This is an optimization exercise on Yosys and OpenROAD, whose aim is small area, a short achievable clock period and few clock cycles per item, not a production implementation.
Function was checked by simulation only, so behaviour that the tests miss may differ from the original.

==> flow/design.v, too long to show whole: its modules and the start of the top module <==
// module rgba_source_over_blend: 3965 lines
module rgba_source_over_blend (
  input  logic        clk,
  input  logic        rst,
  input  logic        s_tvalid,
  output logic        s_tready,
  input  logic [63:0] s_tdata,
  output logic        m_tvalid,
  input  logic        m_tready,
  output logic [31:0] m_tdata
);
  // ...
==> flow/flow/run.sh <==
#!/bin/bash
# Standard synthesis and layout (the standard.sh); the only change is a
# larger setup slack margin for the resizer's timing repair, so that it keeps
# improving the worst paths past the 10 ns constraint. Clock period, I/O
# delays and loads stay as in constraint.sdc. One log per ORFS step.
set -euo pipefail
MARGIN=5.4
for t in synth floorplan place cts route finish; do
  bash standard.sh SETUP_SLACK_MARGIN=$MARGIN $t > flow_$t.log 2>&1
done
==> flow/standard.sh <==
#!/bin/bash
# synth_recipe.tcl (not shown) runs the flow's synth.tcl, then flattens the netlist and writes it again
# the make line also repeats each setting of config.mk as NAME=value (left out here)
make -C /OpenROAD-flow-scripts/flow DESIGN_CONFIG=/design/flow/config.mk WORK_HOME=/design/flow/orfs CLKGATE_MAP_FILE= SYNTH_SCRIPT=/design/flow/synth_recipe.tcl "${@:-finish}"
==> flow/config.mk <==
export PLATFORM = sky130hd
export DESIGN_NAME = rgba_source_over_blend
export DESIGN_NICKNAME = rgba_source_over_blend
export VERILOG_FILES = /design/flow/design.v
export SDC_FILE = /design/flow/constraint.sdc
export NUM_CORES = 4
export LEC_CHECK = 0
export ABC_AREA = 1
export CAP_MARGIN = 0
export CORE_MARGIN = 2
export CORE_UTILIZATION = 40
export CTS_BUF_LIST = sky130_fd_sc_hd__clkbuf_4 sky130_fd_sc_hd__clkbuf_8
export PLACE_DENSITY = 0.75
export SLEW_MARGIN = 0
==> flow/constraint.sdc <==
create_clock -name core_clock -period 10.0 [get_ports {clk}]
set_input_delay 2.0000 -clock core_clock [delete_from_list [all_inputs] [get_ports {clk}]]
set_output_delay 2.0000 -clock core_clock [all_outputs]
set_load 0.01 [all_outputs]
==> impl_metrics.prom, run 1 <==
# TYPE chip_impl_metric gauge
chip_impl_metric{name="max_slew_margin",unit="%"} 26.6
chip_impl_metric{name="chipWidth",unit="microns"} 388
chip_impl_info{name="synth_ff_type",value="sky130_fd_sc_hd__edfxtp_1"} 1
chip_impl_metric{name="number_of_buffers_added_by_the_clock_tree_synthesis_step",unit=""} 113
chip_impl_info{name="highest-signal-layer",value="met5"} 1
chip_impl_metric{name="gpl_wtd_cong",unit=""} 0.996
chip_impl_metric{name="filler_cell_count",unit=""} 13784
chip_impl_info{name="hold_start",value="r3_0[4]"} 1
chip_impl_info{name="synth_area_leader_cell",value="sky130_fd_sc_hd__edfxtp_1"} 1
chip_impl_info{name="crit_path_start",value="d5[10]"} 1
chip_impl_metric{name="timing.final.setup_violations",unit=""} 0
chip_impl_metric{name="worst_hold_path.num_cells",unit=""} 0
chip_impl_info{name="setup.worst_path.class",value="reg2reg"} 1
chip_impl_metric{name="die_height",unit="microns"} 388
chip_impl_metric{name="pre_cts_ws",unit="ns"} 4.47
chip_impl_info{name="min_path_type",value="reg2reg"} 1
chip_impl_metric{name="finish.net_count",unit=""} 8317
chip_impl_metric{name="detail-route-antenna-nets",unit=""} 0
chip_impl_metric{name="coreArea",unit="sq um"} 146000
chip_impl_info{name="run_status",value="no timing/DRC/antenna violations"} 1
chip_impl_metric{name="adder_and_majority_cell_fraction_of_the_synthesized_area",unit="%"} 19.7
chip_impl_info{name="buffer_cell_driving_the_clock_tree_root",value="sky130_fd_sc_hd__clkbuf_8"} 1
Testbench counts, summed over its fixed seeds: cycles 12,056, items 12,000.
==> run 2: changes to the inputs <==
--- a/flow/design.v
+++ b/flow/design.v
@@ -11,17 +11,17 @@
   input  logic        m_tready,
   output logic [31:0] m_tdata
 );
   logic go;
   logic sv;
   logic [31:0] skid;
   logic [31:0] res;
   logic res_v;
-  assign s_tready = ~(m_tvalid & sv);
+  assign s_tready = go;
   logic [7:0]  fa, ba;
   logic [7:0]  m0 [3];
   logic [2:0]  n0;
   logic [7:0]  bc0 [3];
   logic        v0;
   always_ff @(posedge clk) begin
     if (rst) v0 <= 1'b0;
     else if (go) v0 <= s_tvalid;
@@ -33,21 +33,19 @@
   for (genvar c = 0; c < 3; c++) begin : g_s0
     logic [7:0] fc, bc;
     logic [8:0] df;
     logic [7:0] dn;
     assign fc = s_tdata[8*c +: 8];
     assign bc = s_tdata[32 + 8*c +: 8];
     assign df = {1'b0, fc} - {1'b0, bc};
     assign dn = bc - fc;
-    logic [7:0] m;
-    assign m = df[8] ? dn : df[7:0];
     always_ff @(posedge clk) if (go) begin
       n0[c]  <= df[8];
-      m0[c]  <= m;
+      m0[c]  <= df[8] ? dn : df[7:0];
       bc0[c] <= bc;
     end
   end
   logic        dz;
   assign dz  = (fa == 8'd0) & (ba == 8'd0);
   logic dh_pp1;
   assign dh_pp1 = ba[0] & ~fa[0];
   logic dh_pp2;
==> flow/flow/run.sh (replaced) <==
#!/bin/bash
# Standard synthesis and layout (the standard.sh); the only change is a
# larger setup slack margin for the resizer's timing repair, so that it keeps
# improving the worst paths past the 10 ns constraint. Clock period, I/O
# delays and loads stay as in constraint.sdc. One log per ORFS step.
set -euo pipefail
MARGIN=5.6
for t in synth floorplan place cts route finish; do
  bash standard.sh SETUP_SLACK_MARGIN=$MARGIN $t > flow_$t.log 2>&1
done
==> flow/config.mk (replaced) <==
export PLATFORM = sky130hd
export DESIGN_NAME = rgba_source_over_blend
export DESIGN_NICKNAME = rgba_source_over_blend
export VERILOG_FILES = /design/flow/design.v
export SDC_FILE = /design/flow/constraint.sdc
export NUM_CORES = 4
export LEC_CHECK = 0
export ABC_AREA = 1
export CAP_MARGIN = 20
export CORE_MARGIN = 2
export CORE_UTILIZATION = 40
export SLEW_MARGIN = 20
==> run 2 against run 1 <==
Net effect:
- critical path depth did not move
- global-route usage up 1.5 points
- cell count increased by 0.93%
- hold slack better by 0.011 ns
- area after synthesis grew 0.52%
- critical path type unchanged
- critical endpoint is now d2[12]
==> impl_metrics.prom, run 2 <==
# TYPE chip_impl_metric gauge
chip_impl_info{name="run_status",value="no timing/DRC/antenna violations"} 1
chip_impl_metric{name="coreArea",unit="sq um"} 147000
chip_impl_info{name="synth_top_cells_by_count",value="1648 x sky130_fd_sc_hd__nand2_1, 1026 x sky130_fd_sc_hd__inv_1, 682 x sky130_fd_sc_hd__edfxtp_1"} 1
chip_impl_metric{name="synth_top_cell_area_share",unit="%"} 34.5
chip_impl_metric{name="synth.distinct_cells",unit=""} 70
chip_impl_info{name="worst_setup_path_endpoint",value="d2[12]"} 1
chip_impl_info{name="regMostFlops",value="p2"} 1
chip_impl_metric{name="fin_tns_setup",unit="ns"} 0
chip_impl_metric{name="avgViaCountPerCell",unit=""} 5.24
chip_impl_metric{name="timing.final.setup_violations",unit=""} 0
chip_impl_metric{name="num_vias",unit=""} 49927
chip_impl_metric{name="die_height",unit="microns"} 389
chip_impl_info{name="min_path_type",value="reg2reg"} 1
chip_impl_metric{name="worstSkewPairLatency",unit="ns"} 0.71
chip_impl_metric{name="grt_pass1_wl",unit="microns"} 263000
chip_impl_metric{name="grt_overflow_total",unit=""} 0
chip_impl_metric{name="cts-htree-levels",unit=""} 3
chip_impl_metric{name="syn-mean-instance-area",unit="sq um"} 8.42
chip_impl_metric{name="via_count_of_the_first_global_routing_pass",unit=""} 47495
chip_impl_metric{name="skew",unit="ns"} 0.0498
chip_impl_info{name="layout_commonest_cell",value="sky130_fd_sc_hd__nand2_1"} 1
chip_impl_info{name="timing.critical_path.from_type",value="register"} 1
chip_impl_metric{name="finish.net_count",unit=""} 8419
chip_impl_metric{name="design.die.area",unit="sq um"} 151000
chip_impl_metric{name="post_drt_wl_per_cell",unit="microns"} 18.7
chip_impl_metric{name="detail_route.iter0.violations",unit=""} 3289
chip_impl_metric{name="edff_count_synth",unit=""} 682
chip_impl_metric{name="drtPass1Iterations",unit=""} 6
chip_impl_metric{name="gpl_wtd_cong",unit=""} 0.955
chip_impl_metric{name="max_reg_flops",unit=""} 48
chip_impl_metric{name="initial_util",unit="%"} 40.2
chip_impl_info{name="rsz0062_at_grt",value="yes"} 1
chip_impl_metric{name="hold_viol_final",unit=""} 0
chip_impl_metric{name="fmax",unit="MHz"} 226
chip_impl_metric{name="worst_path_required_time",unit="ns"} 10.42
chip_impl_info{name="reg2reg_from",value="fa[5]"} 1
chip_impl_metric{name="final_layout_size_suffix_gt1_share",unit="%"} 16.7
chip_impl_metric{name="drc_markers",unit=""} 0
chip_impl_metric{name="hold_buffers",unit=""} 0
chip_impl_metric{name="data_arrival_time_of_the_worst_path",unit="ns"} 4.84
chip_impl_metric{name="worstMarginPinSlew",unit="ns"} 1.04
chip_impl_info{name="layout.cells.most_common_list",value="1581 x sky130_fd_sc_hd__nand2_1, 962 x sky130_fd_sc_hd__inv_1, 682 x sky130_fd_sc_hd__edfxtp_1, 534 x sky130_fd_sc_hd__ha_1, 465 x sky130_fd_sc_hd__nor2_1"} 1
chip_impl_metric{name="cap_viol_max_count",unit=""} 0
chip_impl_metric{name="totalWireLength",unit="microns"} 179000
chip_impl_metric{name="cp_max_fo",unit=""} 6
chip_impl_metric{name="timing_max_transition_violations_final",unit=""} 0
chip_impl_metric{name="post-dp-hpwl",unit="microns"} 129000
chip_impl_metric{name="yosys_warnings",unit=""} 5
chip_impl_info{name="setup.worst_path.class",value="reg2reg"} 1
chip_impl_metric{name="synth_cells",unit=""} 7036
chip_impl_metric{name="worst_r2r_path_depth",unit=""} 20
chip_impl_metric{name="chipWidth",unit="microns"} 389
chip_impl_metric{name="filler_cell_count",unit=""} 13835
chip_impl_metric{name="port-buffer-count",unit=""} 101
chip_impl_metric{name="placementRows",unit=""} 141
chip_impl_info{name="synth_area_leader_cell",value="sky130_fd_sc_hd__edfxtp_1"} 1
chip_impl_info{name="cp-end-kind",value="register"} 1
chip_impl_metric{name="clkSlewWorstSetupHoldPaths",unit="ns"} 0.06
chip_impl_metric{name="max_slew_margin",unit="%"} 30.7
chip_impl_info{name="buffer_cell_driving_the_clock_tree_root",value="sky130_fd_sc_hd__clkbuf_16"} 1
chip_impl_metric{name="placed_area",unit="sq um"} 62300
chip_impl_info{name="synth_most_common_cell",value="sky130_fd_sc_hd__nand2_1"} 1
chip_impl_metric{name="hold_ws",unit="ns"} 0.398
chip_impl_info{name="tritoncts",value="done"} 1
chip_impl_info{name="crit_path_start",value="fa[5]"} 1
chip_impl_metric{name="cts_num_sinks",unit=""} 691
chip_impl_metric{name="setup.reg_to_reg.worst_slack",unit="ns"} 5.58
chip_impl_metric{name="detail-route-antenna-nets",unit=""} 0
chip_impl_metric{name="grt_use_total",unit="%"} 22.1
chip_impl_info{name="post_synth_main_area_contributors",value="sky130_fd_sc_hd__edfxtp_1 35%, sky130_fd_sc_hd__ha_1 13%, sky130_fd_sc_hd__nand2_1 10%"} 1
chip_impl_metric{name="synthesis.area",unit="sq um"} 59300
chip_impl_metric{name="grt_max_degree",unit=""} 174
chip_impl_info{name="layout_top_registers",value="p2: 48 flops, m_tdata: 32 flops, skid: 32 flops"} 1
chip_impl_metric{name="flop_and_latch_count_out_of_synthesis",unit=""} 691
chip_impl_metric{name="clock_tree.buffer_depth",unit=""} 3
chip_impl_metric{name="layout-area-overhead-vs-synth",unit="%"} 22.1
chip_impl_metric{name="synth_fp_nets",unit=""} 7918
chip_impl_metric{name="boundaryPins",unit=""} 102
chip_impl_info{name="synth_ff_type",value="sky130_fd_sc_hd__edfxtp_1"} 1
chip_impl_metric{name="final.period_utilization",unit="%"} 44.2
chip_impl_metric{name="period_needed",unit="ns"} 4.42
chip_impl_metric{name="post-route-cell-area",unit="sq um"} 72400
chip_impl_metric{name="number_of_buffers_added_by_the_clock_tree_synthesis_step",unit=""} 84
chip_impl_metric{name="grt_antenna_before_repair",unit=""} 4
chip_impl_metric{name="ys_seq_area_share",unit="%"} 34.9
chip_impl_metric{name="async_reset_ff_share",unit="%"} 0
chip_impl_info{name="worst_r2r_endpoint",value="d2[12]"} 1
-- run 2: worst max-delay path: stages, from the launching register on --
cell                         delay [ns]
sky130_fd_sc_hd__edfxtp_1          0.43
sky130_fd_sc_hd__buf_12            0.17
sky130_fd_sc_hd__clkinvlp_4        0.09
sky130_fd_sc_hd__nand2_2           0.05
sky130_fd_sc_hd__fa_1              0.50
sky130_fd_sc_hd__inv_2             0.04
sky130_fd_sc_hd__fa_1              0.49
sky130_fd_sc_hd__fa_1              0.52
sky130_fd_sc_hd__inv_1             0.05
sky130_fd_sc_hd__fa_1              0.49
sky130_fd_sc_hd__inv_2             0.05
sky130_fd_sc_hd__ha_4              0.26
sky130_fd_sc_hd__a21oi_2           0.11
sky130_fd_sc_hd__o21ai_1           0.09
sky130_fd_sc_hd__o21bai_4          0.18
sky130_fd_sc_hd__nand2_2           0.09
sky130_fd_sc_hd__nand2_2           0.06
sky130_fd_sc_hd__a21oi_4           0.15
sky130_fd_sc_hd__o21ai_2           0.09
sky130_fd_sc_hd__buf_4             0.14
sky130_fd_sc_hd__xor2_2            0.13
-- run 2: final cells by class --
class | count | area, sq um | area share [%]
multi-input cells | 5183 | 37100 | 51.3
flip-flops and latches | 691 | 20700 | 28.6
repair buffers | 511 | 4910 | 6.79
inverters | 1056 | 4290 | 5.93
well taps | 1930 | 2410 | 3.34
clock buffers | 91 | 2130 | 2.94
clock inverters | 63 | 764 | 1.06
repair inverters | 10 | 76.3 | 0.105
diodes | 1 | 2.50 | 0.00346
-- run 2: kinds of logic after synthesis --
group | synth area share (%)
buf+inv | 7.86
xor+xnor | 7.51
simple gates | 19.0
compound gates | 11.0
fa+ha+maj | 19.6
flops | 34.9
mux | 0.154
-- run 2: worst min-delay path by stage --
stage | from | to | depth (start not counted)
finish | bc4_2[4] | bc5_2[4] | 0
global route | bc4_1[2] | bc5_1[2] | 0
detailed placement | bc0[0][0] | bc2[0][0] | 0
floorplan | bc0[0][0] | bc2[0][0] | 0
CTS | bc4_1[2] | bc5_1[2] | 0
global placement | bc0[0][2] | bc2[0][2] | 0
-- run 2: per-stage QoR --
step / util, % / setup slack, ns / instances
6_report: 49.1 / 5.58 / 9536
5_1_grt: 49.1 / 5.36 / 9535
4_1_cts: 45.8 / 5.48 / 9286
3_5_place_dp: 42.2 / 4.10 / 8969
3_3_place_gp: 42.2 / 4.21 / 8969
2_1_floorplan: - / 3.58 / 7036
-- run 2: layer usage --
layer / vias to the layer above / global-route usage [%] / wire [microns]
met3: 362 / 2.44 / 8410
met4: 0 / 7.15 / 7390
li1: 24418 / - / -
met5: - / 0 / 0
met1: 23773 / 28.4 / 76100
met2: 1374 / 38.8 / 86800
-- run 2: timing repair --
| item | 4_1_cts | 5_1_grt |
|---|---|---|
| gates resized for setup | 195 | 568 |
| setup endpoints to repair | 255 | 268 |
| endpoints found under the hold margin | 0 | 0 |
| setup buffers | 148 | 218 |
| pin swaps | 16 | 158 |
| cloned | 15 | 31 |
Testbench counts of run 2, summed over its fixed seeds: cycles 12,056, items 12,000.
==> run 3: changes to the inputs <==
==> flow/run.sh (new file) <==
#!/bin/bash
# synth_recipe.tcl (not shown) runs the flow's synth.tcl, then flattens the netlist and writes it again
# the make line also repeats each setting of config.mk as NAME=value (left out here)
make -C /OpenROAD-flow-scripts/flow DESIGN_CONFIG=/design/flow/config.mk WORK_HOME=/design/flow/orfs CLKGATE_MAP_FILE= SYNTH_SCRIPT=/design/flow/synth_recipe.tcl finish
--- a/flow/config.mk
+++ b/flow/config.mk
@@ -9,4 +9,5 @@
 export CAP_MARGIN = 20
 export CORE_MARGIN = 2
 export CORE_UTILIZATION = 40
+export SETUP_SLACK_MARGIN = 5
 export SLEW_MARGIN = 20
removed: flow/flow/run.sh
removed: flow/standard.sh
==> run 3 against run 2 <==
Net effect:
- worst setup slack lost 0.37 ns
- sequential share of layout area increased by 2.7 points
- synthesized cell count unchanged
- fmax fell by 7.8%
- hold slack got worse by 0.0058 ns
- routed wire length is 7.0% lower
- clock skew grew 0.028 ns
- non-clock buffer count fell by 305
- register-to-register slack got worse by 0.37 ns
- die area is the same
- still clean
- critical path depth grew 4
- final area fell by 8.5%
==> impl_metrics.prom, run 3 <==
# TYPE chip_impl_metric gauge
chip_impl_metric{name="max_slew_margin",unit="%"} 31.6
chip_impl_metric{name="via_count_of_the_first_global_routing_pass",unit=""} 46230
chip_impl_metric{name="chipWidth",unit="microns"} 389
chip_impl_metric{name="filler_cell_count",unit=""} 14439
chip_impl_metric{name="cts_num_sinks",unit=""} 691
chip_impl_metric{name="clkSlewWorstSetupHoldPaths",unit="ns"} 0.06
chip_impl_info{name="synth_ff_type",value="sky130_fd_sc_hd__edfxtp_1"} 1
chip_impl_metric{name="cts-htree-levels",unit=""} 3
chip_impl_metric{name="number_of_buffers_added_by_the_clock_tree_synthesis_step",unit=""} 83
chip_impl_metric{name="setup.reg_to_reg.worst_slack",unit="ns"} 5.20
chip_impl_metric{name="syn-mean-instance-area",unit="sq um"} 8.42
chip_impl_info{name="post_synth_main_area_contributors",value="sky130_fd_sc_hd__edfxtp_1 35%, sky130_fd_sc_hd__ha_1 13%, sky130_fd_sc_hd__nand2_1 10%"} 1
chip_impl_metric{name="detail_route.iter0.violations",unit=""} 3184
chip_impl_info{name="regMostFlops",value="p2"} 1
chip_impl_metric{name="grt_overflow_total",unit=""} 0
chip_impl_info{name="timing.critical_path.from_type",value="register"} 1
chip_impl_metric{name="synth_cells",unit=""} 7036
chip_impl_metric{name="finish.net_count",unit=""} 8085
chip_impl_metric{name="finalWorstSetupSlack",unit="ns"} 5.20
chip_impl_metric{name="placementRows",unit=""} 141
chip_impl_metric{name="grt_antenna_before_repair",unit=""} 7
chip_impl_metric{name="timing.final.setup_violations",unit=""} 0
chip_impl_info{name="cp-end-kind",value="register"} 1
chip_impl_metric{name="placedCellCount",unit=""} 8968
chip_impl_metric{name="detail-route-antenna-nets",unit=""} 0
chip_impl_metric{name="yosys_warnings",unit=""} 5
chip_impl_metric{name="synth_top_cell_area_share",unit="%"} 34.5
chip_impl_metric{name="pre_cts_ws",unit="ns"} 4.16
chip_impl_metric{name="die_height",unit="microns"} 389
chip_impl_info{name="synth_most_common_cell",value="sky130_fd_sc_hd__nand2_1"} 1
chip_impl_metric{name="clock_tree.buffer_depth",unit=""} 3
chip_impl_info{name="layout_commonest_cell",value="sky130_fd_sc_hd__nand2_1"} 1
chip_impl_info{name="layout.cells.most_common_list",value="1645 x sky130_fd_sc_hd__nand2_1, 1003 x sky130_fd_sc_hd__inv_1, 682 x sky130_fd_sc_hd__edfxtp_1, 621 x sky130_fd_sc_hd__ha_1, 568 x sky130_fd_sc_hd__a21oi_1"} 1
chip_impl_metric{name="cap_viol_max_count",unit=""} 0
chip_impl_metric{name="boundaryPins",unit=""} 102
chip_impl_metric{name="final.period_utilization",unit="%"} 48.0
chip_impl_metric{name="layout-area-overhead-vs-synth",unit="%"} 11.7
chip_impl_metric{name="cp_max_fo",unit=""} 19
chip_impl_metric{name="drc_markers",unit=""} 0
chip_impl_metric{name="post-route-cell-area",unit="sq um"} 66200
chip_impl_metric{name="skew",unit="ns"} 0.0780
chip_impl_metric{name="fmax",unit="MHz"} 208
chip_impl_info{name="buffer_cell_driving_the_clock_tree_root",value="sky130_fd_sc_hd__clkbuf_16"} 1
chip_impl_metric{name="worstMarginPinSlew",unit="ns"} 1.03
chip_impl_metric{name="grt_max_degree",unit=""} 161
chip_impl_metric{name="async_reset_ff_share",unit="%"} 0
chip_impl_metric{name="port-buffer-count",unit=""} 101
chip_impl_info{name="rsz0062_at_grt",value="yes"} 1
chip_impl_metric{name="post_drt_wl_per_cell",unit="microns"} 18.1
chip_impl_info{name="run_status",value="no timing/DRC/antenna violations"} 1
chip_impl_metric{name="grt_use_total",unit="%"} 21.7
chip_impl_metric{name="period_needed",unit="ns"} 4.80
chip_impl_metric{name="drtPass1Iterations",unit=""} 6
chip_impl_metric{name="worstSkewPairLatency",unit="ns"} 0.73
chip_impl_metric{name="avgViaCountPerCell",unit=""} 5.16
chip_impl_metric{name="max_reg_flops",unit=""} 48
chip_impl_info{name="synth_top_cells_by_count",value="1648 x sky130_fd_sc_hd__nand2_1, 1026 x sky130_fd_sc_hd__inv_1, 682 x sky130_fd_sc_hd__edfxtp_1"} 1
chip_impl_metric{name="coreArea",unit="sq um"} 147000
chip_impl_metric{name="initial_util",unit="%"} 40.2
chip_impl_metric{name="hold_buffers",unit=""} 0
chip_impl_metric{name="data_arrival_time_of_the_worst_path",unit="ns"} 5.34
chip_impl_metric{name="edff_count_synth",unit=""} 682
chip_impl_metric{name="grt_pass1_wl",unit="microns"} 258000
chip_impl_metric{name="placed_area",unit="sq um"} 62300
chip_impl_metric{name="fin_tns_setup",unit="ns"} 0
chip_impl_info{name="setup.worst_path.class",value="reg2reg"} 1
chip_impl_info{name="tritoncts",value="done"} 1
chip_impl_metric{name="synthesis.area",unit="sq um"} 59300
chip_impl_metric{name="flop_and_latch_count_out_of_synthesis",unit=""} 691
chip_impl_metric{name="gpl_wtd_cong",unit=""} 0.924
chip_impl_metric{name="totalWireLength",unit="microns"} 166000
chip_impl_metric{name="final_cells",unit=""} 9197
chip_impl_info{name="min_path_type",value="reg2reg"} 1
chip_impl_info{name="synth_area_leader_cell",value="sky130_fd_sc_hd__edfxtp_1"} 1
chip_impl_metric{name="post-dp-hpwl",unit="microns"} 130000
chip_impl_metric{name="ys_seq_area_share",unit="%"} 34.9
chip_impl_metric{name="num_vias",unit=""} 47474
chip_impl_metric{name="synth_fp_nets",unit=""} 7918
chip_impl_metric{name="design.die.area",unit="sq um"} 151000
chip_impl_metric{name="hold_viol_final",unit=""} 0
chip_impl_metric{name="final_layout_size_suffix_gt1_share",unit="%"} 6.40
chip_impl_metric{name="timing_max_transition_violations_final",unit=""} 0
chip_impl_metric{name="worst_path_required_time",unit="ns"} 10.54
chip_impl_info{name="layout_top_registers",value="p2: 48 flops, m_tdata: 32 flops, skid: 32 flops"} 1
chip_impl_metric{name="antennaDiodeCount",unit=""} 0
chip_impl_metric{name="synth.distinct_cells",unit=""} 70
==> run 3: metal layers <==
metal / GRT usage [%] / up-vias / share of wire, %
li1: - / 23694 / -
met3: 2.45 / 261 / 4.5
met1: 28.1 / 22409 / 44
met4: 8.28 / 4 / 3.6
met5: 0 / - / 0.016
met2: 37.2 / 1106 / 48
==> run 3: cell families after synthesis <==
family | after synthesis | synth area share, %
AND/OR/NAND/NOR | 2673 | 19.0
XOR/XNOR | 508 | 7.51
adder cells (fa/ha/maj) | 814 | 19.6
multiplexers | 9 | 0.154
AO/OA/AOI/OAI | 1156 | 11.0
buffers and inverters | 1185 | 7.86
flip-flops | 691 | 34.9
==> run 3: worst max-delay path: stages, from the launching register on <==
cell and delay (ns):
sky130_fd_sc_hd__edfxtp_1 0.53, sky130_fd_sc_hd__buf_4 0.27, sky130_fd_sc_hd__ha_1 0.23, sky130_fd_sc_hd__inv_1 0.12
sky130_fd_sc_hd__fa_1 0.42, sky130_fd_sc_hd__nand3_1 0.10, sky130_fd_sc_hd__nand2_1 0.10, sky130_fd_sc_hd__nand2_1 0.10
sky130_fd_sc_hd__o211ai_1 0.15, sky130_fd_sc_hd__nand2_1 0.10, sky130_fd_sc_hd__nand2_1 0.13, sky130_fd_sc_hd__nand3_1 0.13
sky130_fd_sc_hd__nand3_1 0.10, sky130_fd_sc_hd__a31oi_2 0.26, sky130_fd_sc_hd__ha_1 0.32, sky130_fd_sc_hd__nand2_1 0.13
sky130_fd_sc_hd__nor2_1 0.06, sky130_fd_sc_hd__a211oi_1 0.19, sky130_fd_sc_hd__nand3_1 0.15, sky130_fd_sc_hd__a21o_1 0.20
sky130_fd_sc_hd__nor2_2 0.15, sky130_fd_sc_hd__nand2_4 0.18, sky130_fd_sc_hd__inv_4 0.21, sky130_fd_sc_hd__nand2_1 0.07
sky130_fd_sc_hd__nand2_1 0.20
==> run 3: layout make-up <==
| type | instances | area, sq um | share of cell area (%) |
|---|---|---|---|
| tap | 1930 | 2410 | 3.65 |
| sequential | 691 | 20700 | 31.2 |
| clock buffer | 99 | 2140 | 3.23 |
| clock inverter | 50 | 811 | 1.22 |
| timing repair inverter | 1 | 7.51 | 0.0113 |
| multi-input combinational | 5164 | 34200 | 51.7 |
| inverter | 1056 | 4100 | 6.19 |
| timing repair buffer | 206 | 1880 | 2.84 |
==> run 3: through the flow <==
step	utilization [%]	hold WS [ns]
global route	44.9	0.399
floorplan	-	0.400
finish	44.9	0.393
global placement	42.2	0.401
detailed placement	42.2	0.405
CTS	44.4	0.394
==> run 3: final timing paths <==
path                start       end  cells past startpoint
setup / recovery    d5[0]  r6_2[16]                     24
hold / removal    q4_1[0]   q5_1[2]                      0
setup reg to reg    d5[0]  r6_2[16]                     24
hold reg to reg   q4_1[0]   q5_1[2]                      0
==> run 3: what timing repair did <==
action | 4_1_cts | 5_1_grt
hold endpoints to repair | 0 | 0
cloned | 2 | 3
setup endpoints to repair | 102 | 201
pin swaps | 1 | 8
resized for setup | 37 | 65
buffers inserted | 23 | 52

[what the ideal ports hide]
How much do the figures lean on ideal ports? The routed layouts below were timed once more, with nothing changed but the port constraints.
Step 1: set_driving_cell puts a clkbuf_16 on clk and a buf_2 on each other input, an assumption about the parent block.
Step 2, shift: input delay + t, output delay - t, t = (earliest + latest rising clock arrival at the registers) / 2. This alone moves slack from input paths to output paths.
Three values: ideal, step 1, step 2; two values: the first two.
run	t, ns	setup WS [ns]	hold WS [ns]	worst slew at a driven data input, ns
run 1	0.911	5.498 / 5.498 / 5.233	0.387 / 0.387 / 0.387	0.05
run 2	0.769	5.577 / 5.577 / 5.220	0.398 / 0.398 / 0.398	0.06
run 3	0.760	5.204 / 5.204 / 5.204	0.393 / 0.393 / 0.393	0.06
After both steps every run listed still meets setup and hold. For run 2, which loses most, drivers alone change the setup slack by 0.000 ns; drivers and shift together by -0.357 ns.
